This is an optimization exercise on Yosys and OpenROAD, whose aim is small area, a short achievable clock period and few clock cycles per item, not a production implementation. Function was checked by simulation only, so behaviour that the tests miss may differ from the original. Power is estimated from default activity; no workload was simulated.

==> design/flow/design.v <==
`default_nettype none
package ttc_pkg;
   localparam int POS_W   = 32;             
   localparam int UV_W    = 24;             
   localparam int DPOS_W  = POS_W + 1;      
   localparam int DUV_W   = UV_W + 1;       
   localparam int NUM_W   = DPOS_W + DUV_W + 1;   
   localparam int FRAC_W  = 16;
   localparam int AXES    = 3;
   localparam int DMAG_W  = 2 * (DUV_W - 1) + 1;  
   localparam int Z_W     = DMAG_W + FRAC_W;      
   localparam int W_W     = DMAG_W + 3;           
   localparam int QUO_W   = POS_W;                
   localparam int NCH     = 2;
   localparam int CW      = (DUV_W + NCH - 1) / NCH;
   localparam int LCW     = DUV_W - (NCH - 1) * CW;    
   localparam int ACC_W   = DPOS_W + CW + 2;    
   localparam int LO_W    = (NCH - 1) * CW;
   localparam int K       = 2;
   localparam int NRUN    = QUO_W / K;
   localparam int NSET    = 2;
   localparam int NLANE   = NSET * AXES;
endpackage
`default_nettype wire
`default_nettype none
module ttc_front (
   input  wire logic                              clock,
   input  wire logic                              reset,
   input  wire logic                              req_valid,
   output logic                                   req_stall,
   input  wire logic signed [ttc_pkg::POS_W-1:0]  req_pos_x,
   input  wire logic signed [ttc_pkg::POS_W-1:0]  req_pos_y,
   input  wire logic signed [ttc_pkg::POS_W-1:0]  req_pos_z,
   input  wire logic signed [ttc_pkg::UV_W-1:0]   req_tex_u,
   input  wire logic signed [ttc_pkg::UV_W-1:0]   req_tex_v,
   output logic                                   job_busy,
   input  wire logic                              job_release,
   input  wire logic                              release_next,   
   input  wire logic                              d1_next,        
   output logic                                   job_start,      
   output logic signed [ttc_pkg::DUV_W-1:0]       du_new,         
   output logic signed [ttc_pkg::DUV_W-1:0]       dv_new,
   output logic [ttc_pkg::AXES-1:0][ttc_pkg::DPOS_W-1:0] dp1,
   output logic [ttc_pkg::AXES-1:0][ttc_pkg::DPOS_W-1:0] dp2,
   output logic signed [ttc_pkg::DUV_W-1:0]       du1,
   output logic signed [ttc_pkg::DUV_W-1:0]       dv1,
   output logic signed [ttc_pkg::DUV_W-1:0]       du2,
   output logic signed [ttc_pkg::DUV_W-1:0]       dv2
);
   logic [1:0] count_ff, count_in;
   logic busy_ff, busy_in;
   logic stall_ff;
   logic signed [ttc_pkg::POS_W-1:0] p0_ff [0:ttc_pkg::AXES-1];
   logic signed [ttc_pkg::UV_W-1:0]  u0_ff, v0_ff;
   logic signed [ttc_pkg::POS_W-1:0] in_pos [0:ttc_pkg::AXES-1];
   logic signed [ttc_pkg::DPOS_W-1:0] dp_in [0:ttc_pkg::AXES-1];
   logic signed [ttc_pkg::DUV_W-1:0]  du_in, dv_in;
   logic accept;
   assign in_pos[0] = req_pos_x;
   assign in_pos[1] = req_pos_y;
   assign in_pos[2] = req_pos_z;
   assign req_stall = stall_ff;
   assign accept    = req_valid && !stall_ff;
   assign job_busy  = busy_ff;
   assign job_start = accept && (count_ff == 2'd2);
   assign du_new    = du_in;
   assign dv_new    = dv_in;
   always_comb begin
      count_in = count_ff;
      if (accept) count_in = (count_ff == 2'd2) ? 2'd0 : count_ff + 2'd1;
      busy_in = busy_ff;
      if (job_start) busy_in = 1'b1;
      else if (job_release) busy_in = 1'b0;
   end
   always_comb begin
      for (int a = 0; a < ttc_pkg::AXES; a++) begin
         dp_in[a] = ttc_pkg::DPOS_W'(in_pos[a]) - ttc_pkg::DPOS_W'(p0_ff[a]);
      end
      du_in = ttc_pkg::DUV_W'(req_tex_u) - ttc_pkg::DUV_W'(u0_ff);
      dv_in = ttc_pkg::DUV_W'(req_tex_v) - ttc_pkg::DUV_W'(v0_ff);
   end
   always_ff @(posedge clock) begin
      if (reset) begin
         count_ff <= 2'd0;
         busy_ff  <= 1'b0;
         stall_ff <= 1'b0;
      end else begin
         count_ff <= count_in;
         busy_ff  <= busy_in;
         stall_ff <= busy_in && (((count_in == 2'd1) && d1_next)
                                 || ((count_in == 2'd2) && !release_next));
      end
   end
   always_ff @(posedge clock) begin
      if (accept && count_ff == 2'd0) begin
         for (int a = 0; a < ttc_pkg::AXES; a++) p0_ff[a] <= in_pos[a];
         u0_ff <= req_tex_u;
         v0_ff <= req_tex_v;
      end
      if (accept && count_ff == 2'd1) begin
         for (int a = 0; a < ttc_pkg::AXES; a++) dp1[a] <= dp_in[a];
         du1 <= du_in;
         dv1 <= dv_in;
      end
      if (accept && count_ff == 2'd2) begin
         for (int a = 0; a < ttc_pkg::AXES; a++) dp2[a] <= dp_in[a];
         du2 <= du_in;
         dv2 <= dv_in;
      end
   end
endmodule
`default_nettype wire
`default_nettype none
module ttc_mul (
   input  wire logic                              clock,
   input  wire logic                              reset,
   input  wire logic                              job_busy,
   output logic                                   job_release,
   output logic                                   release_next,
   output logic                                   d1_next,
   input  wire logic                              job_start,
   input  wire logic signed [ttc_pkg::DUV_W-1:0]  du_new,
   input  wire logic signed [ttc_pkg::DUV_W-1:0]  dv_new,
   input  wire logic [ttc_pkg::AXES-1:0][ttc_pkg::DPOS_W-1:0] dp1,
   input  wire logic [ttc_pkg::AXES-1:0][ttc_pkg::DPOS_W-1:0] dp2,
   input  wire logic signed [ttc_pkg::DUV_W-1:0]  du1,
   input  wire logic signed [ttc_pkg::DUV_W-1:0]  dv1,
   input  wire logic signed [ttc_pkg::DUV_W-1:0]  du2,
   input  wire logic signed [ttc_pkg::DUV_W-1:0]  dv2,
   input  wire logic [ttc_pkg::NLANE-1:0]         lane_free,
   output logic [ttc_pkg::NLANE-1:0]              lane_load,
   output logic [ttc_pkg::Z_W-1:0]                lane_z,       
   output logic                                   lane_neg,
   output logic                                   lane_ovf,
   output logic                                   lane_degen,
   output logic [ttc_pkg::DMAG_W-1:0]             lane_den      
);
   localparam int CH_W = (ttc_pkg::NCH > 1) ? $clog2(ttc_pkg::NCH) : 1;
   localparam int S_W  = 6;
   localparam int NW   = ttc_pkg::NUM_W;
   localparam int ND   = (ttc_pkg::CW + 2) / 2;      
   localparam int SH_W = ttc_pkg::Z_W;
   logic [1:0]      k_ff, k_in;
   logic [CH_W-1:0] j_ff, j_in;
   logic            p1_ff, p1_in;         
   logic [1:0]      p1_k_ff;
   logic            p2_ff, p2_in;         
   logic [1:0]      p2_k_ff;
   logic last_chunk, adv, p1_go, p2_go;
   logic signed [ttc_pkg::DPOS_W-1:0] x1_ff, x2_ff, x1_in, x2_in;
   logic [3*ND-1:0] b1_ff, b2_ff, b1_in, b2_in;    
   logic [NW-1:0]   s_ff, c_ff, s_in, c_in;
   function automatic logic [3*ND-1:0] booth(input logic [ttc_pkg::CW:0] c, input logic neg_y);
      logic [ttc_pkg::CW+1:0] e;
      logic b2, b1, b0;
      e = {c, 1'b0};
      for (int m = 0; m < ND; m++) begin
         b2 = e[2*m+2]; b1 = e[2*m+1]; b0 = e[2*m];
         booth[3*m]   = b1 ^ b0;
         booth[3*m+1] = (b2 & !b1 & !b0) | (!b2 & b1 & b0);
         booth[3*m+2] = neg_y ? (!b2 & (b1 | b0)) : (b2 & !(b1 & b0));
      end
   endfunction
   function automatic logic [ttc_pkg::CW:0] chunk(input logic [ttc_pkg::DUV_W-1:0] y,
                                                  input logic [CH_W-1:0] j);
      chunk = '0;
      for (int i = 0; i < ttc_pkg::NCH; i++) begin
         if (j == CH_W'(i)) begin
            if (i == 0)
               chunk = (ttc_pkg::CW+1)'(signed'(y[ttc_pkg::DUV_W-1 -: ttc_pkg::LCW]));
            else
               chunk = {1'b0, y[(ttc_pkg::NCH-1-i)*ttc_pkg::CW +: ttc_pkg::CW]};
         end
      end
   endfunction
   assign last_chunk   = (j_ff == CH_W'(ttc_pkg::NCH - 1));
   localparam int SET_W = (ttc_pkg::NSET > 1) ? $clog2(ttc_pkg::NSET) : 1;
   logic [SET_W-1:0] set_ff;
   logic [ttc_pkg::AXES-1:0] set_free;
   always_comb begin
      for (int a = 0; a < ttc_pkg::AXES; a++) begin
         set_free[a] = 1'b0;
         for (int t = 0; t < ttc_pkg::NSET; t++) begin
            if (set_ff == SET_W'(t)) set_free[a] = lane_free[t * ttc_pkg::AXES + a];
         end
      end
   end
   assign p2_go        = p2_ff && ((p2_k_ff == 2'd0) || set_free[p2_k_ff - 2'd1]);
   assign p1_go        = p1_ff && (!p2_ff || p2_go);
   assign adv          = job_busy && (!p1_ff || p1_go);
   assign job_release  = adv && last_chunk && (k_ff == 2'd3);
   assign release_next = (k_in == 2'd3) && (j_in == CH_W'(ttc_pkg::NCH - 1)) && !p1_in;
   assign d1_next      = ((j_in == CH_W'(ttc_pkg::NCH - 1)) ? k_in + 2'd1 : k_in) <= 2'd1;
   logic [1:0]      k_adv;
   logic [CH_W-1:0] j_adv;
   logic [ttc_pkg::DPOS_W-1:0]        dp1b_ff, dp1c_ff;
   logic [ttc_pkg::DUV_W-1:0]         dv1_ff;
   always_ff @(posedge clock) begin
      if (job_start) begin
         dp1b_ff <= dp1[1];
         dp1c_ff <= dp1[2];
         dv1_ff  <= dv1;
      end
   end
   always_comb begin
      j_adv = last_chunk ? '0 : j_ff + 1'b1;
      k_adv = last_chunk ? k_ff + 2'd1 : k_ff;
      k_in = adv ? k_adv : k_ff;
      j_in = adv ? j_adv : j_ff;
      p1_in = p1_ff;
      if (adv && last_chunk) p1_in = 1'b1;
      else if (p1_go)        p1_in = 1'b0;
      p2_in = p2_ff;
      if (p1_go)      p2_in = 1'b1;
      else if (p2_go) p2_in = 1'b0;
      x1_in = ttc_pkg::DPOS_W'(du1);
      x2_in = ttc_pkg::DPOS_W'(du2);
      if (k_adv == 2'd1) begin
         x1_in = signed'(dp1[0]);
         x2_in = signed'(dp2[0]);
      end
      if (k_adv == 2'd2) begin
         x1_in = signed'(dp1b_ff);
         x2_in = signed'(dp2[1]);
      end
      if (k_adv == 2'd3) begin
         x1_in = signed'(dp1c_ff);
         x2_in = signed'(dp2[2]);
      end
      b1_in = booth(chunk(dv2, j_adv), 1'b0);
      b2_in = booth(chunk(dv1_ff, j_adv), 1'b1);
      if (job_start) begin
         x1_in = ttc_pkg::DPOS_W'(du1);
         x2_in = ttc_pkg::DPOS_W'(du_new);
         b1_in = booth(chunk(dv_new, '0), 1'b0);
         b2_in = booth(chunk(dv1, '0), 1'b1);
      end
   end
   always_ff @(posedge clock) begin
      if (reset) begin
         k_ff   <= '0;
         j_ff   <= '0;
         p1_ff  <= 1'b0;
         p2_ff  <= 1'b0;
         set_ff <= '0;
      end else begin
         if (p2_go && p2_k_ff == 2'd3) begin
            set_ff <= (set_ff == SET_W'(ttc_pkg::NSET - 1)) ? '0 : set_ff + 1'b1;
         end
         k_ff  <= k_in;
         j_ff  <= j_in;
         p1_ff <= p1_in;
         p2_ff <= p2_in;
      end
   end
   always_ff @(posedge clock) begin
      if (adv || job_start) begin
         x1_ff <= x1_in;
         x2_ff <= x2_in;
         b1_ff <= b1_in;
         b2_ff <= b2_in;
      end
      if (adv) begin
         s_ff <= s_in;
         c_ff <= c_in;
         if (last_chunk) p1_k_ff <= k_ff;
      end
   end
   ttc_dot_cs #(
      .XW (ttc_pkg::DPOS_W),
      .ND (ND),
      .AW (NW),
      .SH (ttc_pkg::CW)
   ) u_dot (
      .first (j_ff == '0),
      .x1    (x1_ff),
      .x2    (x2_ff),
      .b1    (b1_ff),
      .b2    (b2_ff),
      .s     (s_ff),
      .c     (c_ff),
      .s_out (s_in),
      .c_out (c_in)
   );
   logic [NW-1:0] f_pos, f_negv;
   logic [NW-1:0] fmag_ff;
   logic          fneg_ff;
   assign f_pos  = s_ff + c_ff;
   assign f_negv = ~s_ff + ~c_ff + NW'(2);
   always_ff @(posedge clock) begin
      if (p1_go) begin
         fmag_ff <= f_pos[NW-1] ? f_negv : f_pos;
         fneg_ff <= f_pos[NW-1];
         p2_k_ff <= p1_k_ff;
      end
   end
   logic [ttc_pkg::DMAG_W-1:0] dmag_ff;
   logic [ttc_pkg::DMAG_W-1:0] dnorm_ff;
   logic [S_W-1:0]             s_sh_ff;
   logic                       dneg_ff;
   logic                       degen_ff;
   logic [S_W-1:0]             lz, sh;
   logic [SH_W-1:0]            shifted;
   always_comb begin
      lz = S_W'(ttc_pkg::DMAG_W - 1);
      for (int i = 0; i < ttc_pkg::DMAG_W; i++) begin
         if (fmag_ff[i]) lz = S_W'(ttc_pkg::DMAG_W - 1 - i);
      end
   end
   assign sh      = (p2_k_ff == 2'd0) ? lz : s_sh_ff;
   assign shifted = SH_W'(fmag_ff) << sh;
   always_ff @(posedge clock) begin
      if (p2_go && p2_k_ff == 2'd0) begin
         dmag_ff  <= fmag_ff[ttc_pkg::DMAG_W-1:0];
         dnorm_ff <= shifted[ttc_pkg::DMAG_W-1:0];
         s_sh_ff  <= lz;
         dneg_ff  <= fneg_ff;
         degen_ff <= (fmag_ff == '0);
      end
   end
   always_comb begin
      lane_load = '0;
      for (int t = 0; t < ttc_pkg::NSET; t++) begin
         for (int a = 0; a < ttc_pkg::AXES; a++) begin
            lane_load[t * ttc_pkg::AXES + a] = p2_go && (p2_k_ff == 2'(a + 1)) && (set_ff == SET_W'(t));
         end
      end
   end
   assign lane_z     = shifted;
   assign lane_neg   = fneg_ff ^ dneg_ff;
   assign lane_ovf   = (fmag_ff[NW-1:ttc_pkg::FRAC_W] >= NW'(dmag_ff));
   assign lane_degen = degen_ff;
   assign lane_den   = dnorm_ff;
endmodule
module ttc_dot_cs #(
   parameter int XW = 33,
   parameter int ND = 7,
   parameter int AW = 59,
   parameter int SH = 13
) (
   input  wire logic                 first,
   input  wire logic signed [XW-1:0] x1,
   input  wire logic signed [XW-1:0] x2,
   input  wire logic [3*ND-1:0]      b1,
   input  wire logic [3*ND-1:0]      b2,
   input  wire logic [AW-1:0]        s,
   input  wire logic [AW-1:0]        c,
   output logic [AW-1:0]             s_out,
   output logic [AW-1:0]             c_out
);
   localparam int RW = XW + 2;                 
   localparam int NR = 2 * ND + 5;             
   function automatic int count_at(input int n, input int lvl);
      count_at = n;
      for (int i = 0; i < 16; i++) begin
         if (i < lvl && count_at > 2) count_at = (count_at / 3) * 2 + (count_at % 3);
      end
   endfunction
   function automatic int levels(input int n);
      int cnt;
      cnt = n;
      levels = 0;
      for (int i = 0; i < 16; i++) begin
         if (cnt > 2) begin
            cnt = (cnt / 3) * 2 + (cnt % 3);
            levels = levels + 1;
         end
      end
   endfunction
   function automatic logic [AW-1:0] sign_const();
      logic [AW-1:0] k;
      k = '0;
      for (int m = 0; m < ND; m++) begin
         k = k - (AW'(1) << (RW - 1 + 2 * m));
         k = k - (AW'(1) << (RW - 1 + 2 * m));
      end
      sign_const = k;
   endfunction
   localparam int NL = levels(NR);
   logic [AW-1:0] rows [0:NR-1];
   always_comb begin
      logic [RW-1:0] mag, r;
      logic [AW-1:0] n1, n2;
      n1 = '0;
      n2 = '0;
      for (int m = 0; m < ND; m++) begin
         mag = b1[3*m] ? RW'(x1) : (b1[3*m+1] ? (RW'(x1) << 1) : '0);
         r   = b1[3*m+2] ? ~mag : mag;
         rows[2*m] = AW'({!r[RW-1], r[RW-2:0]}) << (2 * m);
         n1[2*m] = b1[3*m+2];
         mag = b2[3*m] ? RW'(x2) : (b2[3*m+1] ? (RW'(x2) << 1) : '0);
         r   = b2[3*m+2] ? ~mag : mag;
         rows[2*m+1] = AW'({!r[RW-1], r[RW-2:0]}) << (2 * m);
         n2[2*m] = b2[3*m+2];
      end
      rows[2*ND]   = n1;
      rows[2*ND+1] = n2;
      rows[2*ND+2] = sign_const();
      rows[2*ND+3] = first ? '0 : (s << SH);
      rows[2*ND+4] = first ? '0 : (c << SH);
   end
   for (genvar l = 0; l <= NL; l++) begin : g_lv
      localparam int N = count_at(NR, l);
      logic [AW-1:0] v [0:N-1];
      if (l == 0) begin : g_in
         for (genvar i = 0; i < N; i++) begin : g_i
            assign v[i] = rows[i];
         end
      end else begin : g_red
         localparam int P = count_at(NR, l - 1);
         for (genvar i = 0; i < P / 3; i++) begin : g_csa
            logic [AW-1:0] a, b, cc;
            assign a  = g_lv[l-1].v[3*i];
            assign b  = g_lv[l-1].v[3*i+1];
            assign cc = g_lv[l-1].v[3*i+2];
            assign v[2*i]   = a ^ b ^ cc;
            assign v[2*i+1] = ((a & b) | (a & cc) | (b & cc)) << 1;
         end
         for (genvar i = 0; i < P % 3; i++) begin : g_pass
            assign v[2*(P/3)+i] = g_lv[l-1].v[3*(P/3)+i];
         end
      end
   end
   assign s_out = g_lv[NL].v[0];
   assign c_out = g_lv[NL].v[1];
endmodule
`default_nettype wire
`default_nettype none
module ttc_div_lane (
   input  wire logic                           clock,
   input  wire logic                           reset,
   input  wire logic                           load,
   input  wire logic [ttc_pkg::Z_W-1:0]        z,
   input  wire logic [ttc_pkg::DMAG_W-1:0]     den,
   input  wire logic                           neg,
   input  wire logic                           ovf,
   input  wire logic                           degen,
   output logic                                free,      
   output logic                                done,      
   input  wire logic                           take,      
   output logic [ttc_pkg::W_W-1:0]             res_s,
   output logic [ttc_pkg::W_W-1:0]             res_c,
   output logic [ttc_pkg::QUO_W-1:0]           res_p,
   output logic [ttc_pkg::QUO_W-1:0]           res_n,
   output logic                                res_neg,
   output logic                                res_ovf,
   output logic                                res_degen
);
   localparam int W   = ttc_pkg::W_W;
   localparam int QW  = ttc_pkg::QUO_W;
   localparam int CN_W = $clog2(ttc_pkg::NRUN + 1);
   logic run_ff, done_ff;
   logic [CN_W-1:0] cnt_ff;
   logic [W-1:0]  s_ff, c_ff;
   logic [QW-1:0] pq_ff, nq_ff;
   logic [ttc_pkg::DMAG_W-1:0] den_ff;
   logic neg_ff, ovf_ff, degen_ff;
   logic [W-1:0]  s_st [0:ttc_pkg::K];
   logic [W-1:0]  c_st [0:ttc_pkg::K];
   logic [QW-1:0] p_st [0:ttc_pkg::K];
   logic [QW-1:0] n_st [0:ttc_pkg::K];
   logic [3:0]    e_st [0:ttc_pkg::K];
   logic [3:0]    est_ff;
   always_comb begin
      logic [W-1:0] a, b, e, m, dz;
      logic [W-1:0] ec [0:2];
      logic [3:0]   cand [0:2];
      logic         qp, qn;
      dz = W'(den_ff);
      ec[0] = ~dz;       
      ec[1] = '0;        
      ec[2] = dz;        
      s_st[0] = s_ff;
      c_st[0] = c_ff;
      p_st[0] = pq_ff;
      n_st[0] = nq_ff;
      e_st[0] = est_ff;
      for (int i = 0; i < ttc_pkg::K; i++) begin
         a  = {s_st[i][W-2:0], p_st[i][QW-1]};
         b  = {c_st[i][W-2:0], 1'b0};
         qp = !e_st[i][3];                      
         qn = e_st[i][3] && (e_st[i] != 4'hF);  
         e  = qp ? ec[0] : (qn ? ec[2] : ec[1]);
         m  = (a & b) | (a & e) | (b & e);
         s_st[i+1] = a ^ b ^ e;
         c_st[i+1] = {m[W-2:0], qp};
         p_st[i+1] = {p_st[i][QW-2:0], qp};
         n_st[i+1] = {n_st[i][QW-2:0], qn};
         for (int d = 0; d < 3; d++) begin
            cand[d] = (a[W-2:W-5] ^ b[W-2:W-5] ^ ec[d][W-2:W-5])
                    + ((a[W-3:W-6] & b[W-3:W-6]) | (a[W-3:W-6] & ec[d][W-3:W-6])
                       | (b[W-3:W-6] & ec[d][W-3:W-6]));
         end
         e_st[i+1] = qp ? cand[0] : (qn ? cand[2] : cand[1]);
      end
   end
   always_ff @(posedge clock) begin
      if (reset) begin
         run_ff  <= 1'b0;
         done_ff <= 1'b0;
      end else begin
         if (load) begin
            run_ff  <= 1'b1;
            done_ff <= 1'b0;
         end else begin
            if (run_ff && cnt_ff == '0) begin
               run_ff  <= 1'b0;
               done_ff <= 1'b1;
            end
            if (done_ff && take) done_ff <= 1'b0;
         end
      end
   end
   always_ff @(posedge clock) begin
      if (load) begin
         s_ff     <= W'(z[ttc_pkg::Z_W-1:ttc_pkg::FRAC_W]);
         c_ff     <= '0;
         pq_ff    <= {z[ttc_pkg::FRAC_W-1:0], {(QW - ttc_pkg::FRAC_W){1'b0}}};
         nq_ff    <= '0;
         den_ff   <= den;
         neg_ff   <= neg;
         ovf_ff   <= ovf;
         degen_ff <= degen;
         cnt_ff   <= CN_W'(ttc_pkg::NRUN - 1);
         est_ff   <= {2'b00, z[ttc_pkg::Z_W-1 -: 2]};
      end else if (run_ff) begin
         est_ff <= e_st[ttc_pkg::K];
         s_ff   <= s_st[ttc_pkg::K];
         c_ff   <= c_st[ttc_pkg::K];
         pq_ff  <= p_st[ttc_pkg::K];
         nq_ff  <= n_st[ttc_pkg::K];
         cnt_ff <= cnt_ff - 1'b1;
      end
   end
   assign res_s     = s_ff;
   assign res_c     = c_ff;
   assign res_p     = pq_ff;
   assign res_n     = nq_ff;
   assign res_neg   = neg_ff;
   assign res_ovf   = ovf_ff;
   assign res_degen = degen_ff;
   assign done = done_ff;
   assign free = (!run_ff && !done_ff) || (done_ff && take);
endmodule
`default_nettype wire
`default_nettype none
module ttc_back (
   input  wire logic                            clock,
   input  wire logic                            reset,
   input  wire logic [ttc_pkg::NLANE-1:0]       lane_load,
   input  wire logic [ttc_pkg::Z_W-1:0]         lane_z,
   input  wire logic                            lane_neg,
   input  wire logic                            lane_ovf,
   input  wire logic                            lane_degen,
   input  wire logic [ttc_pkg::DMAG_W-1:0]      lane_den,
   output logic [ttc_pkg::NLANE-1:0]            lane_free,
   output logic                                 rsp_valid,
   input  wire logic                            rsp_stall,
   output logic signed [ttc_pkg::POS_W-1:0]     rsp_tangent_x,
   output logic signed [ttc_pkg::POS_W-1:0]     rsp_tangent_y,
   output logic signed [ttc_pkg::POS_W-1:0]     rsp_tangent_z,
   output logic                                 rsp_degenerate,
   output logic                                 rsp_clipped
);
   localparam int AX = ttc_pkg::AXES;
   localparam int W  = ttc_pkg::W_W;
   localparam int QW = ttc_pkg::QUO_W;
   logic [AX-1:0] full_ff;
   logic [AX-1:0] clip_ff;
   logic [ttc_pkg::POS_W-1:0] tan_ff [0:AX-1];
   logic degen_ff;
   localparam int NL    = ttc_pkg::NLANE;
   localparam int NS    = ttc_pkg::NSET;
   localparam int SET_W = (NS > 1) ? $clog2(NS) : 1;
   logic [NL-1:0] done, take;
   logic [AX-1:0] ready, take_ax;
   logic [W-1:0]  r_s [0:NL-1];
   logic [W-1:0]  r_c [0:NL-1];
   logic [QW-1:0] r_p [0:NL-1];
   logic [QW-1:0] r_n [0:NL-1];
   logic [NL-1:0] r_neg, r_ovf, r_degen;
   logic taken;
   logic f2_ff;
   logic [AX-1:0] f2_ax_ff;
   logic [SET_W-1:0] ns_ff [0:AX-1];     
   for (genvar g = 0; g < NL; g++) begin : g_lane
      ttc_div_lane u_lane (
         .clock     (clock),
         .reset     (reset),
         .load      (lane_load[g]),
         .z         (lane_z),
         .den       (lane_den),
         .neg       (lane_neg),
         .ovf       (lane_ovf),
         .degen     (lane_degen),
         .free      (lane_free[g]),
         .done      (done[g]),
         .take      (take[g]),
         .res_s     (r_s[g]),
         .res_c     (r_c[g]),
         .res_p     (r_p[g]),
         .res_n     (r_n[g]),
         .res_neg   (r_neg[g]),
         .res_ovf   (r_ovf[g]),
         .res_degen (r_degen[g])
      );
      assign take[g] = take_ax[g % AX] && (ns_ff[g % AX] == SET_W'(g / AX));
   end
   always_comb begin
      for (int a = 0; a < AX; a++) begin
         ready[a] = 1'b0;
         for (int t = 0; t < NS; t++) begin
            if (ns_ff[a] == SET_W'(t)) ready[a] = done[t * AX + a];
         end
         ready[a] = ready[a] && !full_ff[a] && !(f2_ff && f2_ax_ff[a]);
      end
   end
   assign take_ax[0] = ready[0];
   assign take_ax[1] = ready[1] && !ready[0];
   assign take_ax[2] = ready[2] && !ready[1] && !ready[0];
   always_ff @(posedge clock) begin
      for (int a = 0; a < AX; a++) begin
         if (reset) begin
            ns_ff[a] <= '0;
         end else if (take_ax[a]) begin
            ns_ff[a] <= (ns_ff[a] == SET_W'(NS - 1)) ? '0 : ns_ff[a] + 1'b1;
         end
      end
   end
   logic [W-1:0]  f_s, f_c, wsum;
   logic [QW-1:0] f_p, f_n, opa, opb, t, value;
   logic          f_neg, f_ovf, f_degen, wneg, sat, clip;
   logic [QW-1:0] opa_ff, opb_ff;
   logic [1:0]    cin_ff;
   logic          neg_ff, ovf_ff, dg_ff;
   always_comb begin
      f_s = '0; f_c = '0; f_p = '0; f_n = '0;
      f_neg = 1'b0; f_ovf = 1'b0; f_degen = 1'b0;
      for (int l = 0; l < NL; l++) begin
         f_s     = f_s     | (r_s[l] & {W{take[l]}});
         f_c     = f_c     | (r_c[l] & {W{take[l]}});
         f_p     = f_p     | (r_p[l] & {QW{take[l]}});
         f_n     = f_n     | (r_n[l] & {QW{take[l]}});
         f_neg   = f_neg   | (r_neg[l] & take[l]);
         f_ovf   = f_ovf   | (r_ovf[l] & take[l]);
         f_degen = f_degen | (r_degen[l] & take[l]);
      end
   end
   assign wsum = f_s + f_c;
   assign wneg = wsum[W-1];
   assign opa  = f_neg ? f_n : f_p;
   assign opb  = f_neg ? ~f_p : ~f_n;
   always_ff @(posedge clock) begin
      if (reset) begin
         f2_ff <= 1'b0;
      end else begin
         f2_ff <= |take;
      end
   end
   always_ff @(posedge clock) begin
      opa_ff   <= opa;
      opb_ff   <= opb;
      cin_ff   <= f_neg ? (wneg ? 2'd2 : 2'd1) : (wneg ? 2'd0 : 2'd1);
      neg_ff   <= f_neg;
      ovf_ff   <= f_ovf;
      dg_ff    <= f_degen;
      f2_ax_ff <= take_ax;
   end
   assign t    = opa_ff + opb_ff + QW'(cin_ff);
   assign sat  = ovf_ff || (neg_ff ? (!t[QW-1] && (t != '0)) : t[QW-1]);
   assign clip = !dg_ff && sat;
   always_comb begin
      if (dg_ff) begin
         value = '0;
      end else if (sat) begin
         value = neg_ff ? 32'h8000_0000 : 32'h7FFF_FFFF;
      end else begin
         value = t;
      end
   end
   assign rsp_valid = &full_ff;
   assign taken     = rsp_valid && !rsp_stall;
   always_ff @(posedge clock) begin
      if (reset) begin
         full_ff <= '0;
      end else begin
         for (int a = 0; a < AX; a++) begin
            if (f2_ff && f2_ax_ff[a]) full_ff[a] <= 1'b1;
            else if (taken) full_ff[a] <= 1'b0;
         end
      end
   end
   always_ff @(posedge clock) begin
      for (int a = 0; a < AX; a++) begin
         if (f2_ff && f2_ax_ff[a]) begin
            tan_ff[a]  <= value;
            clip_ff[a] <= clip;
         end
      end
      if (f2_ff && f2_ax_ff[0]) degen_ff <= dg_ff;
   end
   assign rsp_tangent_x  = tan_ff[0];
   assign rsp_tangent_y  = tan_ff[1];
   assign rsp_tangent_z  = tan_ff[2];
   assign rsp_degenerate = degen_ff;
   assign rsp_clipped    = |clip_ff;
endmodule
`default_nettype wire
`default_nettype none
module triangle_tangent_calc_unit (
   input  wire logic                              clock,
   input  wire logic                              reset,
   input  wire logic                              req_valid,
   output logic                                   req_stall,
   input  wire logic signed [ttc_pkg::POS_W-1:0]  req_pos_x,
   input  wire logic signed [ttc_pkg::POS_W-1:0]  req_pos_y,
   input  wire logic signed [ttc_pkg::POS_W-1:0]  req_pos_z,
   input  wire logic signed [ttc_pkg::UV_W-1:0]   req_tex_u,
   input  wire logic signed [ttc_pkg::UV_W-1:0]   req_tex_v,
   output logic                                   rsp_valid,
   input  wire logic                              rsp_stall,
   output logic signed [ttc_pkg::POS_W-1:0]       rsp_tangent_x,
   output logic signed [ttc_pkg::POS_W-1:0]       rsp_tangent_y,
   output logic signed [ttc_pkg::POS_W-1:0]       rsp_tangent_z,
   output logic                                   rsp_degenerate,
   output logic                                   rsp_clipped
);
   logic job_busy, job_release, release_next, d1_next, job_start;
   logic signed [ttc_pkg::DUV_W-1:0]  du_new, dv_new;
   logic [ttc_pkg::AXES-1:0][ttc_pkg::DPOS_W-1:0] dp1;
   logic [ttc_pkg::AXES-1:0][ttc_pkg::DPOS_W-1:0] dp2;
   logic signed [ttc_pkg::DUV_W-1:0]  du1, dv1, du2, dv2;
   logic [ttc_pkg::NLANE-1:0]         lane_free, lane_load;
   logic [ttc_pkg::Z_W-1:0]           lane_z;
   logic                              lane_neg, lane_ovf, lane_degen;
   logic [ttc_pkg::DMAG_W-1:0]        lane_den;
   ttc_front u_front (
      .clock       (clock),
      .reset       (reset),
      .req_valid   (req_valid),
      .req_stall   (req_stall),
      .req_pos_x   (req_pos_x),
      .req_pos_y   (req_pos_y),
      .req_pos_z   (req_pos_z),
      .req_tex_u   (req_tex_u),
      .req_tex_v   (req_tex_v),
      .job_busy    (job_busy),
      .job_release (job_release),
      .release_next(release_next),
      .d1_next     (d1_next),
      .job_start   (job_start),
      .du_new      (du_new),
      .dv_new      (dv_new),
      .dp1         (dp1),
      .dp2         (dp2),
      .du1         (du1),
      .dv1         (dv1),
      .du2         (du2),
      .dv2         (dv2)
   );
   ttc_mul u_mul (
      .clock       (clock),
      .reset       (reset),
      .job_busy    (job_busy),
      .job_release (job_release),
      .release_next(release_next),
      .d1_next     (d1_next),
      .job_start   (job_start),
      .du_new      (du_new),
      .dv_new      (dv_new),
      .dp1         (dp1),
      .dp2         (dp2),
      .du1         (du1),
      .dv1         (dv1),
      .du2         (du2),
      .dv2         (dv2),
      .lane_free   (lane_free),
      .lane_load   (lane_load),
      .lane_z      (lane_z),
      .lane_neg    (lane_neg),
      .lane_ovf    (lane_ovf),
      .lane_degen  (lane_degen),
      .lane_den    (lane_den)
   );
   ttc_back u_back (
      .clock          (clock),
      .reset          (reset),
      .lane_load      (lane_load),
      .lane_z         (lane_z),
      .lane_neg       (lane_neg),
      .lane_ovf       (lane_ovf),
      .lane_degen     (lane_degen),
      .lane_den       (lane_den),
      .lane_free      (lane_free),
      .rsp_valid      (rsp_valid),
      .rsp_stall      (rsp_stall),
      .rsp_tangent_x  (rsp_tangent_x),
      .rsp_tangent_y  (rsp_tangent_y),
      .rsp_tangent_z  (rsp_tangent_z),
      .rsp_degenerate (rsp_degenerate),
      .rsp_clipped    (rsp_clipped)
   );
endmodule
`default_nettype wire
==> design/flow/flow/run.sh <==
#!/bin/bash
# The standard layout (the standard.sh, unchanged synthesis and steps), with timing
# repair aiming for 6 ns of setup slack at the design's 11 ns clock. make's full output
# goes to layout.log here; each ORFS step also keeps its own log under orfs/logs/.
set -euo pipefail
bash standard.sh SETUP_SLACK_MARGIN=6 finish > layout.log 2>&1
==> design/flow/standard.sh <==
#!/bin/bash
# synth_recipe.tcl (not shown) runs the flow's synth.tcl, then flattens the netlist and writes it again
# the make line also repeats each setting of config.mk as NAME=value (left out here)
make -C /OpenROAD-flow-scripts/flow DESIGN_CONFIG=/design/flow/config.mk WORK_HOME=/design/flow/orfs CLKGATE_MAP_FILE= SYNTH_SCRIPT=/design/flow/synth_recipe.tcl "${@:-finish}"
==> design/flow/config.mk <==
export PLATFORM = sky130hd
export DESIGN_NAME = triangle_tangent_calc_unit
export DESIGN_NICKNAME = triangle_tangent_calc_unit
export VERILOG_FILES = /design/flow/design.v
export SDC_FILE = /design/flow/constraint.sdc
export NUM_CORES = 4
export LEC_CHECK = 0
export CAP_MARGIN = 20
export CELL_PAD_IN_SITES_DETAIL_PLACEMENT = 0
export CELL_PAD_IN_SITES_GLOBAL_PLACEMENT = 0
export CORE_MARGIN = 2
export CORE_UTILIZATION = 50
export CTS_BUF_LIST = sky130_fd_sc_hd__clkbuf_8
export PLACE_DENSITY = 0.65
export SLEW_MARGIN = 20
export TNS_END_PERCENT = 100
==> design/flow/constraint.sdc <==
create_clock -name core_clock -period 11.0 [get_ports {clock}]
set_input_delay 2.2000 -clock core_clock [delete_from_list [all_inputs] [get_ports {clock}]]
set_output_delay 2.2000 -clock core_clock [all_outputs]
set_load 0.01 [all_outputs]
==> results of run 1 <==
==> kinds of logic after synthesis <==
logic type	count (synthesis)
flops	2496
other cells	1
compound gates	3180
fa+ha+maj	2014
mux	893
simple gates	4035
buf+inv	2251
xor+xnor	848
==> worst min-delay path by stage <==
stage	startpoint	end	slack [ns]	cells past startpoint
floorplan	u_front.dp1[33]	u_mul.dp1b_ff[0]	0.40	0
global placement	u_front.dv1[8]	u_mul.dv1_ff[8]	0.40	0
detailed placement	u_front.dp1[51]	u_mul.dp1b_ff[18]	0.40	0
CTS	u_mul.p1_k_ff[0]	u_mul.p2_k_ff[0]	0.34	0
global route	u_mul.p1_k_ff[0]	u_mul.p2_k_ff[0]	0.37	0
finish	u_mul.p1_k_ff[0]	u_mul.p2_k_ff[0]	0.36	0
==> final cells by class <==
cell class                 count  area (sq um)  share of cell area [%]
antenna                       13          32.5                  0.0178
clock buffer                 488          6720                    3.68
tap                         4346          5440                    2.98
sequential                  2496         67500                    36.9
timing repair inverter         2          17.5                 0.00959
clock inverter               298          1860                    1.02
multi-input combinational  11000         90300                    49.4
inverter                    1315          5050                    2.77
timing repair buffer         567          5850                    3.20
==> power breakdown <==
group | leakage (nW) | total (mW) | switching [mW] | internal [mW]
registers | 22.0 | 13.1 | 1.03 | 12.1
clock network | 4.95 | 8.61 | 4.12 | 4.49
logic | 46.3 | 20.8 | 12.5 | 8.35
==> repair_timing <==
item / 4_1_cts / 5_1_grt
setup endpoints to repair: 1566 / 730
buffers inserted: 44 / 68
endpoints found under the hold margin: 0 / 0
pin swaps: 20 / 48
resized for setup: 198 / 182
cloned: 23 / 13
==> per-layer routing <==
layer	vias to the layer above	track usage, %	wire length (microns)
met5	-	0	73
met4	12	15.0	28900
met3	1362	5.69	49400
met2	6205	49.5	245000
met1	61300	40.0	203000
li1	55300	-	-
==> worst max-delay path: cells and delay by family, from the launching register on <==
kind                       cells  cell delay [ns]
AOI/OAI and AO/OA              5             1.67
xor gates and xnor gates       1             0.31
adders and majority gates      1             0.35
buffers and inverters          3             0.49
DFF                            1             0.34
and+or+nand+nor                7             1.57
==> flip-flops by register name, indices dropped and copies added, names as in the netlist, 49 cells and up <==
register,cells
u_back.g_lane.u_lane.c_ff,306
u_mul.c_ff,57
u_mul.s_ff,59
u_mul.dmag_ff,49
u_back.g_lane.u_lane.nq_ff,192
u_front.dp1,99
u_front.p0_ff,96
u_back.g_lane.u_lane.pq_ff,192
u_back.tan_ff,96
u_back.g_lane.u_lane.den_ff,294
u_front.dp2,99
u_mul.fmag_ff,59
u_mul.dnorm_ff,49
u_back.g_lane.u_lane.s_ff,312
==> through the flow <==
stage               utilization (%)  hold WS, ns  instance area [sq um]  cells  worst slack [ns]
floorplan                         -        0.400                 165000  15700              4.59
global placement               52.3        0.400                 171000  19600              4.44
detailed placement             52.3        0.405                 171000  19600              4.43
CTS                            55.3        0.344                 181000  20400              5.88
global route                   55.9        0.368                 183000  20500              5.87
finish                         55.9        0.355                 183000  20500              6.06
==> cell usage in the layout (no fill, tap or decap), drive strengths merged, types with 44 or more instances in the layout <==
master,instances
a211oi,127
a21o,146
a21oi,424
a222oi,176
a22oi,515
a31oi,44
and2,63
buf,302
clkbuf,501
clkdlybuf4s50,238
clkinv,119
dfxtp,755
edfxtp,1741
fa,1175
ha,837
inv,1471
mux2,96
mux2i,796
nand2,1657
nand2b,111
nand3,803
nor2,987
nor2b,86
nor3,117
o21a,92
o21ai,1297
xnor2,562
xor2,287
==> results by group, run 1 <==
Status
  – Status: finished clean

Floorplanning
  – Initial Util: about half
  – FP Rows: 210
  – IO Count: 248
  – Die Ht: 577 microns
  – Die X: 577 microns
  – Core area: 327000 sq um
  – Die area: 333000 sq um

STA
  – FMAX: 203 MHz
  – Final Cycle Share: about 45%
  – Setup violators final: 0
  – Slew @ Worst Pin: roughly 1.2 ns
  – Slew headroom: 16.7%
  – Final Hold Viols: 0
  – RSZ-0062 raised after global routing: yes
  – Min Tclk post-route: 4.94 ns
  – Slew Viols, Final: 0
  – Clk_skew: 0.114 ns
  – Setup TNS: 0 ns

Finish
  – Synth-to-Final Area Change: 11.2%
  – Share of cells above drive strength 1: 8.40%
  – Fill count: 28.3k
  – Final net count: ~18k

Power and ir drop
  – Power per Cell Area: 233 nW/um^2
  – Power Total: 42.6 mW
  – Pleak: 73.3 nW
  – Peak VDD IR: 0.407 mV

Synthesis
  – Main flop type after synthesis: edfxtp_1
  – Synth Area in Adders: 20.7%
  – Xor-xnor portion of the synthesized cell area: 4.52%
  – Top-count cell post-synth: edfxtp_1
  – Number of synthesized register bits: 2496
  – Largest family of logic cells by synthesized area: adder cells
  – Synth area leader: edfxtp_1
  – Mux cell area share after synthesis: 5.52%
  – Most frequent cells after synthesis: edfxtp_1 (1741), nand2_1 (1656), inv_1 (1307), o21ai_0 (1275), fa_1 (1175)
  – Synth top area cells: edfxtp_1 (32%), fa_1 (14%), dfxtp_1 (9.2%)
  – YS warnings: 31
  – Mapped Cells: 15.7k
  – Post-synthesis compound-gate area fraction: around an eighth
  – Sequential area share after synthesis: 41.0%
  – Mapped Nets: about 18k
  – Post-synth cell types: 94
  – Asr flop ratio synth: 0%
  – Post-Synth Simple-Gate Area: a little over a tenth
  – Post-synth EDFFs: 1741
  – Synth Cell Area: 164000 sq um
  – Avg Synthesized Cell Area: around 10 sq um
  – Synth top area share: 31.8%

Detailed routing
  – Residual DRC: 0
  – Pre-Repair DR Iteration Count: 11
  – Via count: 124k
  – Drt wl/cell: 25.7 microns
  – Detail Route Antenna Nets: 0
  – DR iter-0 viols: 14.2k
  – Number of vias per cell: 6.05
  – DRT Wirelength: 527000 microns

Clocking
  – CTS root buffer: clkbuf_8
  – Maximum clock path buffer count: 4
  – H-tree Lvls: 5
  – Inserted Clock Buffers: 424
  – Worst-Skew Late Latency: around 1.2 ns
  – CTS clk-pin slew, worst paths: 0.06 ns
  – Clock Sinks: 2496
  – CTS tree: built
  – Post-CTS Hold Buffers: 0

Placed design
  – Placer's final routability congestion estimate: approximately 0.93
  – Port bufs: 247
  – DP Wirelength: about 370000 microns

Global routing
  – Grt ovf: 0
  – Total GRT Usage: 30.7%
  – Initial antenna violation count: 33
  – Largest net degree at the start of global routing: roughly 150
  – Number of global-route vias before repair: 121k
  – Global-route wire length before repair: 774000 microns

Critical path
  – Critical-path maximum fanout: 55
  – Worst Setup SP: u_back.g_lane[0].u_lane.done_ff
  – Worst setup path end: u_back.cin_ff[1]
  – CP Capture Type: register
  – FF-to-FF Start: u_back.g_lane[0].u_lane.done_ff
  – R2R setup slack: 6.06 ns
  – Crit-path cells: inv_1 > nor4_4 > buf_6 > nor4_4 > buf_12 > a222oi_1 > nand3_1 > ha_1 > nand4_1 > nor3_1 > a2111oi_1 > a311o_1 > a311o_1 > nand3_4 > a311oi_4 > xnor2_2 > nor2b_1
  – Critical path's largest stage delay: 0.57 ns
  – Critical Path Start Type: register
  – Arr. time, crit path: 5.95 ns
  – FF-to-FF End: u_back.cin_ff[1]
  – R2R cell count: 17
  – Crit Path Class: reg -> reg
  – CP max-delay cell: nor3_1
  – Critical Path RT: 12.02 ns

Job
  – Max cap viols: 0

Worst hold path
  – Worst hold path class: reg -> reg
Testbench counts, summed over its fixed seeds: cycles 4,536, items 512.
==> inputs of run 2 (changes only) <==
==> design/flow/flow/run.sh (replaced) <==
#!/bin/bash
# The standard layout (the standard.sh, unchanged synthesis and steps), with timing
# repair aiming for 6.25 ns of setup slack at the design's 11 ns clock. make's full output
# goes to layout.log here; each ORFS step also keeps its own log under orfs/logs/.
set -euo pipefail
bash standard.sh SETUP_SLACK_MARGIN=6.25 finish > layout.log 2>&1
--- a/design/flow/config.mk
+++ b/design/flow/config.mk
@@ -10,7 +10,6 @@
 export CELL_PAD_IN_SITES_GLOBAL_PLACEMENT = 0
 export CORE_MARGIN = 2
-export CORE_UTILIZATION = 50
+export CORE_UTILIZATION = 45
 export CTS_BUF_LIST = sky130_fd_sc_hd__clkbuf_8
-export PLACE_DENSITY = 0.65
+export PLACE_DENSITY = 0.6
 export SLEW_MARGIN = 20
-export TNS_END_PERCENT = 100
==> results by group, run 2 <==
Status
  – Status: finished clean (unchanged)

Placed design
  – Port bufs: 247 (unchanged)
  – Placed Area: 172000 sq um (was 171000 sq um)
  – Pre-CTS setup slack: 4.30 ns (was 4.43 ns)
  – DP Wirelength: 368000 microns (was 366000 microns)
  – Placer's final routability congestion estimate: 0.925 (was 0.932)

Clocking
  – CTS root buffer: clkbuf_8 (unchanged)
  – Worst-Skew Late Latency: 1.17 ns (was 1.15 ns)
  – CTS tree: built (unchanged)
  – H-tree Lvls: 5 (unchanged)
  – Clock Sinks: 2496 (unchanged)
  – CTS clk-pin slew, worst paths: 0.06 ns (about the same)
  – Inserted Clock Buffers: 429 (was 424)
  – Post-CTS Hold Buffers: 0 (unchanged)
  – Maximum clock path buffer count: 4 (unchanged)

Critical path
  – R2R cell count: 17 (unchanged)
  – Critical Path Start Type: register (unchanged)
  – Critical-path maximum fanout: 19 (was 55)
  – R2R setup slack: 5.96 ns (was 6.06 ns)
  – Critical path's largest stage delay: 0.84 ns (was 0.57 ns)
  – Crit-path cells: and2_4 > nor4_4 > buf_4 > buf_6 > bufbuf_16 > a222oi_1 > nand3_1 > ha_1 > nand4_1 > nor3_4 > nand3_2 > a311o_1 > a311o_2 > nand3_4 > a311oi_4 > xnor2_2 > nor2b_1 (was inv_1 > nor4_4 > buf_6 > nor4_4 > buf_12 > a222oi_1 > nand3_1 > ha_1 > nand4_1 > nor3_1 > a2111oi_1 > a311o_1 > a311o_1 > nand3_4 > a311oi_4 > xnor2_2 > nor2b_1)
  – FF-to-FF Start: u_back.f2_ax_ff[0] (was u_back.g_lane[0].u_lane.done_ff)
  – Crit Path Class: reg -> reg (unchanged)
  – FF-to-FF End: u_back.cin_ff[1] (unchanged)
  – Critical Path RT: 12.02 ns (about the same)
  – Arr. time, crit path: 6.05 ns (was 5.95 ns)
  – CP max-delay cell: a222oi_1 (was nor3_1)
  – CP Capture Type: register (unchanged)

Synthesis
  – Post-synth cell types: 94 (unchanged)
  – Number of synthesized register bits: 2496 (unchanged)
  – Synth top area share: 31.8% (unchanged)
  – Main flop type after synthesis: edfxtp_1 (unchanged)
  – Post-synth EDFFs: 1741 (unchanged)
  – Top-count cell post-synth: edfxtp_1 (unchanged)
  – Asr flop ratio synth: 0% (unchanged)
  – Synth top area cells: edfxtp_1 (32%), fa_1 (14%), dfxtp_1 (9.2%) (unchanged)
  – Most frequent cells after synthesis: edfxtp_1 (1741), nand2_1 (1656), inv_1 (1307), o21ai_0 (1275), fa_1 (1175) (unchanged)
  – Sequential area share after synthesis: 41.0% (unchanged)
  – YS warnings: 31 (unchanged)
  – Synth Cell Area: 164000 sq um (unchanged)
  – Mapped Cells: 15.7k (unchanged)
  – Synth area leader: edfxtp_1 (unchanged)
  – Mapped Nets: 17.9k (unchanged)
  – Avg Synthesized Cell Area: 10.5 sq um (unchanged)

Floorplanning
  – Die Ht: 608 microns (was 577 microns)
  – FP Rows: 221 (was 210)
  – IO Count: 248 (unchanged)
  – Die area: 370000 sq um (was 333000 sq um)
  – Core area: 363000 sq um (was 327000 sq um)
  – Die X: 608 microns (was 577 microns)
  – Initial Util: 45.3% (was 50.2%)

Detailed routing
  – Residual DRC: 0 (unchanged)
  – Number of vias per cell: 5.85 (was 6.05)
  – Via count: 124k (about the same)
  – Drt wl/cell: 25.3 microns (was 25.7 microns)
  – DR iter-0 viols: 13.6k (was 14.2k)
  – DRT Wirelength: 535000 microns (was 527000 microns)
  – Detail Route Antenna Nets: 0 (unchanged)
  – Pre-Repair DR Iteration Count: 14 (was 11)

STA
  – Slew Viols, Final: 0 (unchanged)
  – Clk_skew: 0.145 ns (was 0.114 ns)
  – Final WS setup: 5.96 ns (was 6.06 ns)
  – Slew headroom: 12.4% (was 16.7%)
  – Final Hold Viols: 0 (unchanged)
  – Setup violators final: 0 (unchanged)
  – Setup TNS: 0 ns (unchanged)
  – Final Cycle Share: 45.8% (was 44.9%)
  – Min Tclk post-route: 5.04 ns (was 4.94 ns)
  – FMAX: 199 MHz (was 203 MHz)
  – RSZ-0062 raised after global routing: yes (unchanged)
  – Slew @ Worst Pin: 1.31 ns (was 1.25 ns)

Finish
  – Fill count: 32.5k (was 28.3k)
  – Flip-flop count of the largest register after layout: 312 (unchanged)
  – Largest regs: u_back.g_lane.u_lane.s_ff x312, u_back.g_lane.u_lane.c_ff x306, u_back.g_lane.u_lane.den_ff x294 (unchanged)
  – Post-route cell area: 187000 sq um (was 183000 sq um)
  – Top reg by flops: u_back.g_lane.u_lane.s_ff (unchanged)
  – Synth-to-Final Area Change: 14.1% (was 11.2%)
  – Multi-input gate area: 91800 sq um (was 90300 sq um)
  – FF/Latch Area: 67500 sq um (about the same)
  – Share of cells above drive strength 1: 11.2% (was 8.40%)
  – Most common cell after layout, fill and taps aside: edfxtp_1 (unchanged)
  – Final net count: 18.2k (was 18.0k)
  – Commonest cells after routing, fill and taps aside: edfxtp_1 (1741), nand2_1 (1647), inv_1 (1460), o21ai_0 (1230), fa_1 (1070) (was edfxtp_1 (1741), nand2_1 (1650), inv_1 (1440), o21ai_0 (1251), fa_1 (1169))

Global routing
  – Largest net degree at the start of global routing: 159 (was 149)
  – Number of global-route vias before repair: 122k (was 121k)
  – Grt ovf: 0 (unchanged)
  – Global-route wire length before repair: 779000 microns (was 774000 microns)
  – Initial antenna violation count: 20 (was 33)
  – Total GRT Usage: 27.6% (was 30.7%)

Power and ir drop
  – Pleak: 74.9 nW (was 73.3 nW)
  – Sw Pwr: 17.4 mW (was 17.6 mW)
  – Logic pwr share: 49.3% (was 48.9%)
  – P_int: 25.1 mW (was 24.9 mW)
  – Power per Cell Area: 227 nW/um^2 (was 233 nW/um^2)
  – Peak VDD IR: 0.284 mV (was 0.407 mV)
  – Switching share of power: 41.0% (was 41.4%)
  – Seq pwr share: 30.8% (about the same)
  – Clk pwr share: 19.9% (was 20.2%)

Worst hold path
  – Worst hold path class: reg -> reg (unchanged)
  – Worst hold path endpoint: u_mul.dp1b_ff[3] (was u_mul.p2_k_ff[0])
  – Worst Hold Depth: 0 (unchanged)
  – Hold path start: u_front.dp1[36] (was u_mul.p1_k_ff[0])

Job
  – Max cap viols: 0 (unchanged)
-- run 2: cell families after synthesis --
family | after synthesis | share of synthesized area (%)
flops | 2496 | 41.0
simple gates | 4035 | 10.7
other cells | 1 | 0.00228
buf+inv | 2251 | 5.21
fa+ha+maj | 2014 | 20.7
mux | 893 | 5.52
xor+xnor | 848 | 4.52
compound gates | 3180 | 12.3
-- run 2: routing by layer --
layer	GRT usage, %	vias to the layer above	part of all wire [%]
met3	4.73	1316	8.4
met2	45.4	5626	47
met4	12.4	2	5.2
met5	0	-	0.00056
li1	-	55700	-
met1	35.7	61300	40
-- run 2: what timing repair did --
| item | 4_1_cts | 5_1_grt |
|---|---|---|
| buffers inserted | 124 | 173 |
| resized for setup | 367 | 495 |
| gates cloned | 35 | 23 |
| pin swaps | 107 | 272 |
| setup endpoints to repair | 1965 | 777 |
-- run 2: area by class of cell --
class,instances,share of cell area (%)
diodes,10,0.0134
clock buffers,478,3.51
clock inverters,315,0.991
flip-flops and latches,2496,36.0
inverters,1315,2.68
multi-input cells,11000,49.0
repair buffers,782,4.62
well taps,4794,3.20
-- run 2: how the worst max path moves through the flow --
stage / start / end / slack, ns / cells past startpoint
after floorplan: req_valid / u_front.dp1[0] / 4.59 / 3
after global placement: req_pos_x[1] / u_front.dp1[31] / 4.31 / 15
after detailed placement: req_pos_x[1] / u_front.dp1[31] / 4.30 / 15
after CTS: u_back.f2_ax_ff[0] / u_back.cin_ff[1] / 6.07 / 18
after global routing: u_back.f2_ff / u_back.cin_ff[1] / 5.86 / 17
final: u_back.f2_ax_ff[0] / u_back.cin_ff[1] / 5.96 / 17
-- run 2: power by group through the flow --
stage	Clock, mW	Sequential, mW	Combinational (mW)
3_3_place_gp	0	13.3	18.9
3_5_place_dp	0	13.3	19.3
6_report	8.46	13.1	20.9
2_1_floorplan	0	12.7	13.7
5_1_grt	8.99	13.2	23.6
4_1_cts	8.62	13.1	20.2
-- run 2: stage by stage --
| stage | instances | power (mW) | hold WS [ns] | util [%] |
|---|---|---|---|---|
| final | 21200 | 42.5 | 0.400 | 51.6 |
| after global routing | 21200 | 45.8 | 0.414 | 51.6 |
| after CTS | 21000 | 41.9 | 0.386 | 50.5 |
| after detailed placement | 20000 | 32.6 | 0.405 | 47.3 |
| after global placement | 20000 | 32.2 | 0.401 | 47.3 |
| after floorplan | 15700 | 26.4 | 0.400 | - |
-- run 2: worst max-delay path: cells and delay by family (launching register included) --
kind | cells | cell delay [ns]
AOI/OAI and AO/OA | 4 | 1.80
and+or+nand+nor | 8 | 1.34
buffers and inverters | 3 | 0.71
DFF | 1 | 0.39
adders and majority gates | 1 | 0.36
xor gates and xnor gates | 1 | 0.25
==> inputs of run 3 (changes only) <==
==> design/flow/flow/run.sh (replaced) <==
#!/bin/bash
# The standard layout (the standard.sh, unchanged synthesis and steps), with timing
# repair aiming for 5.75 ns of setup slack at the design's 11 ns clock. make's full output
# goes to layout.log here; each ORFS step also keeps its own log under orfs/logs/.
set -euo pipefail
bash standard.sh SETUP_SLACK_MARGIN=5.75 finish > layout.log 2>&1
==> results by group, run 3 <==
Finish
  – Multi-input gate area: 89800 sq um (was 91800 sq um)
  – Commonest cells after routing, fill and taps aside: edfxtp_1 (1741), nand2_1 (1654), inv_1 (1442), o21ai_0 (1260), fa_1 (1174) (was edfxtp_1 (1741), nand2_1 (1647), inv_1 (1460), o21ai_0 (1230), fa_1 (1070))
  – Largest regs: u_back.g_lane.u_lane.s_ff x312, u_back.g_lane.u_lane.c_ff x306, u_back.g_lane.u_lane.den_ff x294 (unchanged)
  – Top reg by flops: u_back.g_lane.u_lane.s_ff (unchanged)
  – FF/Latch Area: 67500 sq um (about the same)
  – Share of cells above drive strength 1: 7.63% (was 11.2%)
  – Flip-flop count of the largest register after layout: 312 (unchanged)
  – Final net count: 17.9k (was 18.2k)
  – Fill count: 33.1k (was 32.5k)
  – Most common cell after layout, fill and taps aside: edfxtp_1 (unchanged)
  – Synth-to-Final Area Change: 10.7% (was 14.1%)

Floorplanning
  – Die area: 370000 sq um (unchanged)
  – Die Ht: 608 microns (unchanged)
  – IO Count: 248 (unchanged)
  – Core area: 363000 sq um (unchanged)
  – Initial Util: 45.3% (unchanged)
  – FP Rows: 221 (unchanged)
  – Die X: 608 microns (unchanged)

STA
  – Final Hold Viols: 0 (unchanged)
  – FMAX: 191 MHz (was 199 MHz)
  – Setup TNS: 0 ns (unchanged)
  – Min Tclk post-route: 5.25 ns (was 5.04 ns)
  – Slew Viols, Final: 0 (unchanged)
  – Final Cycle Share: 47.7% (was 45.8%)
  – RSZ-0062 raised after global routing: yes (unchanged)
  – Setup violators final: 0 (unchanged)
  – Slew headroom: 23.4% (was 12.4%)
  – Clk_skew: 0.159 ns (was 0.145 ns)
  – Final WS setup: 5.75 ns (was 5.96 ns)
  – Slew @ Worst Pin: 1.15 ns (was 1.31 ns)

Detailed routing
  – Via count: 122k (was 124k)
  – Met3 WL: 41800 microns (was 45000 microns)
  – Detail Route Antenna Nets: 0 (unchanged)
  – DRT Wirelength: 525000 microns (was 535000 microns)
  – Top sig layer: met5 (unchanged)
  – Metal-1 WL: 209000 microns (was 212000 microns)
  – Pre-Repair DR Iteration Count: 9 (was 14)
  – Wire length on met2: 248000 microns (was 251000 microns)
  – Drt wl/cell: 25.1 microns (was 25.3 microns)
  – Residual DRC: 0 (unchanged)
  – DR iter-0 viols: 12.5k (was 13.6k)
  – Number of vias per cell: 5.86 (was 5.85)

Synthesis
  – Main flop type after synthesis: edfxtp_1 (unchanged)
  – Mapped Nets: 17.9k (unchanged)
  – Number of synthesized register bits: 2496 (unchanged)
  – Avg Synthesized Cell Area: 10.5 sq um (unchanged)
  – Post-synth cell types: 94 (unchanged)
  – Post-synth EDFFs: 1741 (unchanged)
  – Mapped Cells: 15.7k (unchanged)
  – Synth Cell Area: 164000 sq um (unchanged)
  – Sequential area share after synthesis: 41.0% (unchanged)
  – Asr flop ratio synth: 0% (unchanged)
  – Most frequent cells after synthesis: edfxtp_1 (1741), nand2_1 (1656), inv_1 (1307), o21ai_0 (1275), fa_1 (1175) (unchanged)
  – Synth area leader: edfxtp_1 (unchanged)
  – Top-count cell post-synth: edfxtp_1 (unchanged)
  – YS warnings: 31 (unchanged)
  – Synth top area cells: edfxtp_1 (32%), fa_1 (14%), dfxtp_1 (9.2%) (unchanged)
  – Synth top area share: 31.8% (unchanged)

Clocking
  – Post-CTS Hold Buffers: 0 (unchanged)
  – Clock Sinks: 2496 (unchanged)
  – CTS root buffer: clkbuf_8 (unchanged)
  – Inserted Clock Buffers: 431 (was 429)
  – Worst-Skew Late Latency: 1.18 ns (was 1.17 ns)
  – H-tree Lvls: 5 (unchanged)
  – Maximum clock path buffer count: 4 (unchanged)
  – CTS clk-pin slew, worst paths: 0.06 ns (about the same)
  – CTS tree: built (unchanged)

Power and ir drop
  – Power Total: 41.8 mW (was 42.5 mW)
  – Pleak: 72.7 nW (was 74.9 nW)
  – Peak VDD IR: 0.421 mV (was 0.284 mV)
  – Power per Cell Area: 230 nW/um^2 (was 227 nW/um^2)

Status
  – Status: finished clean (unchanged)

Global routing
  – Total GRT Usage: 27.5% (was 27.6%)
  – Initial antenna violation count: 17 (was 20)
  – Global-route wire length before repair: 775000 microns (was 779000 microns)
  – Grt ovf: 0 (unchanged)
  – Largest net degree at the start of global routing: 130 (was 159)
  – Number of global-route vias before repair: 120k (was 122k)

Critical path
  – Critical Path RT: 11.73 ns (was 12.02 ns)
  – Arr. time, crit path: 5.98 ns (was 6.05 ns)
  – Crit Path Class: reg -> reg (unchanged)
  – Critical Path Start Type: register (unchanged)
  – R2R setup slack: 5.75 ns (was 5.96 ns)
  – CP Capture Type: register (unchanged)
  – Critical-path maximum fanout: 48 (was 19)

Job
  – Max cap viols: 0 (unchanged)

Placed design
  – Pre-CTS setup slack: 4.34 ns (was 4.30 ns)
  – Port bufs: 247 (unchanged)
  – DP Wirelength: 369000 microns (was 368000 microns)
  – Placer's final routability congestion estimate: 0.918 (was 0.925)

Worst hold path
  – Worst hold path class: reg -> reg (unchanged)
==> run 3: stage by stage <==
step / instances / area [sq um] / utilization (%) / hold slack (ns)
6_report: 20900 / 182000 / 50.1 / 0.397
4_1_cts: 20900 / 181000 / 49.8 / 0.392
3_5_place_dp: 20000 / 172000 / 47.2 / 0.405
5_1_grt: 20900 / 182000 / 50.1 / 0.401
2_1_floorplan: 15700 / 164000 / - / 0.400
3_3_place_gp: 20000 / 172000 / 47.2 / 0.400
==> run 3: final cells by class <==
cell class              instances  area share (%)
diodes                         16          0.0220
clock buffers                 493            3.73
clock inverters               298           0.980
inverters                    1315            2.77
multi-input cells           11000            49.4
flip-flops and latches       2496            37.1
well taps                    4794            3.30
repair buffers                508            2.72
repair inverters                3          0.0144
==> run 3: logic make-up after synthesis <==
logic type / count (synthesis) / share of synthesized area, %
other: 1 / 0.00228
DFF: 2496 / 41.0
muxes: 893 / 5.52
and+or+nand+nor: 4035 / 10.7
buffers and inverters: 2251 / 5.21
xor gates and xnor gates: 848 / 4.52
adders and majority gates: 2014 / 20.7
AOI/OAI and AO/OA: 3180 / 12.3
==> run 3: path summary, 6_finish.rpt <==
| check | from | cells past startpoint | endpoint |
|---|---|---|---|
| setup / recovery | u_back.f2_ff | 13 | u_back.g_lane[5].u_lane.s_ff[19] |
| hold / removal | u_front.dp1[40] | 0 | u_mul.dp1b_ff[7] |
| setup reg to reg | u_back.f2_ff | 13 | u_back.g_lane[5].u_lane.s_ff[19] |
| hold reg to reg | u_front.dp1[40] | 0 | u_mul.dp1b_ff[7] |
==> run 3: routing by layer <==
layer | vias to the layer above | track usage (%)
met5 | - | 0
met4 | 8 | 12.1
met3 | 1203 | 4.52
met2 | 5343 | 45.3
met1 | 60800 | 35.7
li1 | 55200 | -
==> run 3: worst max-delay path, cell delays in order, from the launching register on <==
cell	delay, ns
dfxtp_4	0.46
and2_4	0.20
nor4_4	0.05
buf_12	0.18
nor4_4	0.37
buf_4	0.37
buf_4	0.35
nor3_1	0.09
o31ai_1	0.25
a221o_1	0.23
and2_2	0.48
nand3_4	0.56
nand2b_4	0.55
buf_6	0.52
==> run 3: power breakdown <==
group | switching [mW] | internal (mW) | leakage (nW)
clock network | 4.15 | 4.45 | 4.93
logic | 12.1 | 8.02 | 45.8
registers | 1.04 | 12.1 | 22.0
==> run 3: timing repair <==
| item | CTS | global route |
|---|---|---|
| gates resized for setup | 92 | 143 |
| setup endpoints to repair | 1288 | 811 |
| buffers inserted | 16 | 35 |
| pin swaps | 10 | 22 |
| gates cloned | 22 | 8 |

==> what the ideal ports hide <==
No port has a modelled driver above. Below, the same layouts with a new extraction and two added sets of constraints. Step 1, drivers: a clkbuf_16 drives clock and a buf_2 each remaining input, both assumed. Step 2 adds t to the input delays and takes it off the output delays; t is the mean of the earliest and latest rising clock arrival at the registers after step 1. Input paths then give back, and output paths get back, about the clock's delay inside the block. Slacks: no drivers / after step 1 / after step 2; pairs: no drivers / after step 1.
| run | t, ns | slack for setup (ns) | clock arrival spread, ns |
|---|---|---|---|
| run 1 | 1.204 | 6.065 / 6.065 / 4.979 | 0.116 / 0.117 |
| run 2 | 1.204 | 5.964 / 5.964 / 5.175 | 0.163 / 0.163 |
| run 3 | 1.208 | 5.753 / 5.753 / 4.712 | 0.167 / 0.167 |
After both steps every run listed still meets setup and hold. The setup slack of run 1, which loses most, moves by 0.000 ns with the drivers and by -1.086 ns with both steps.
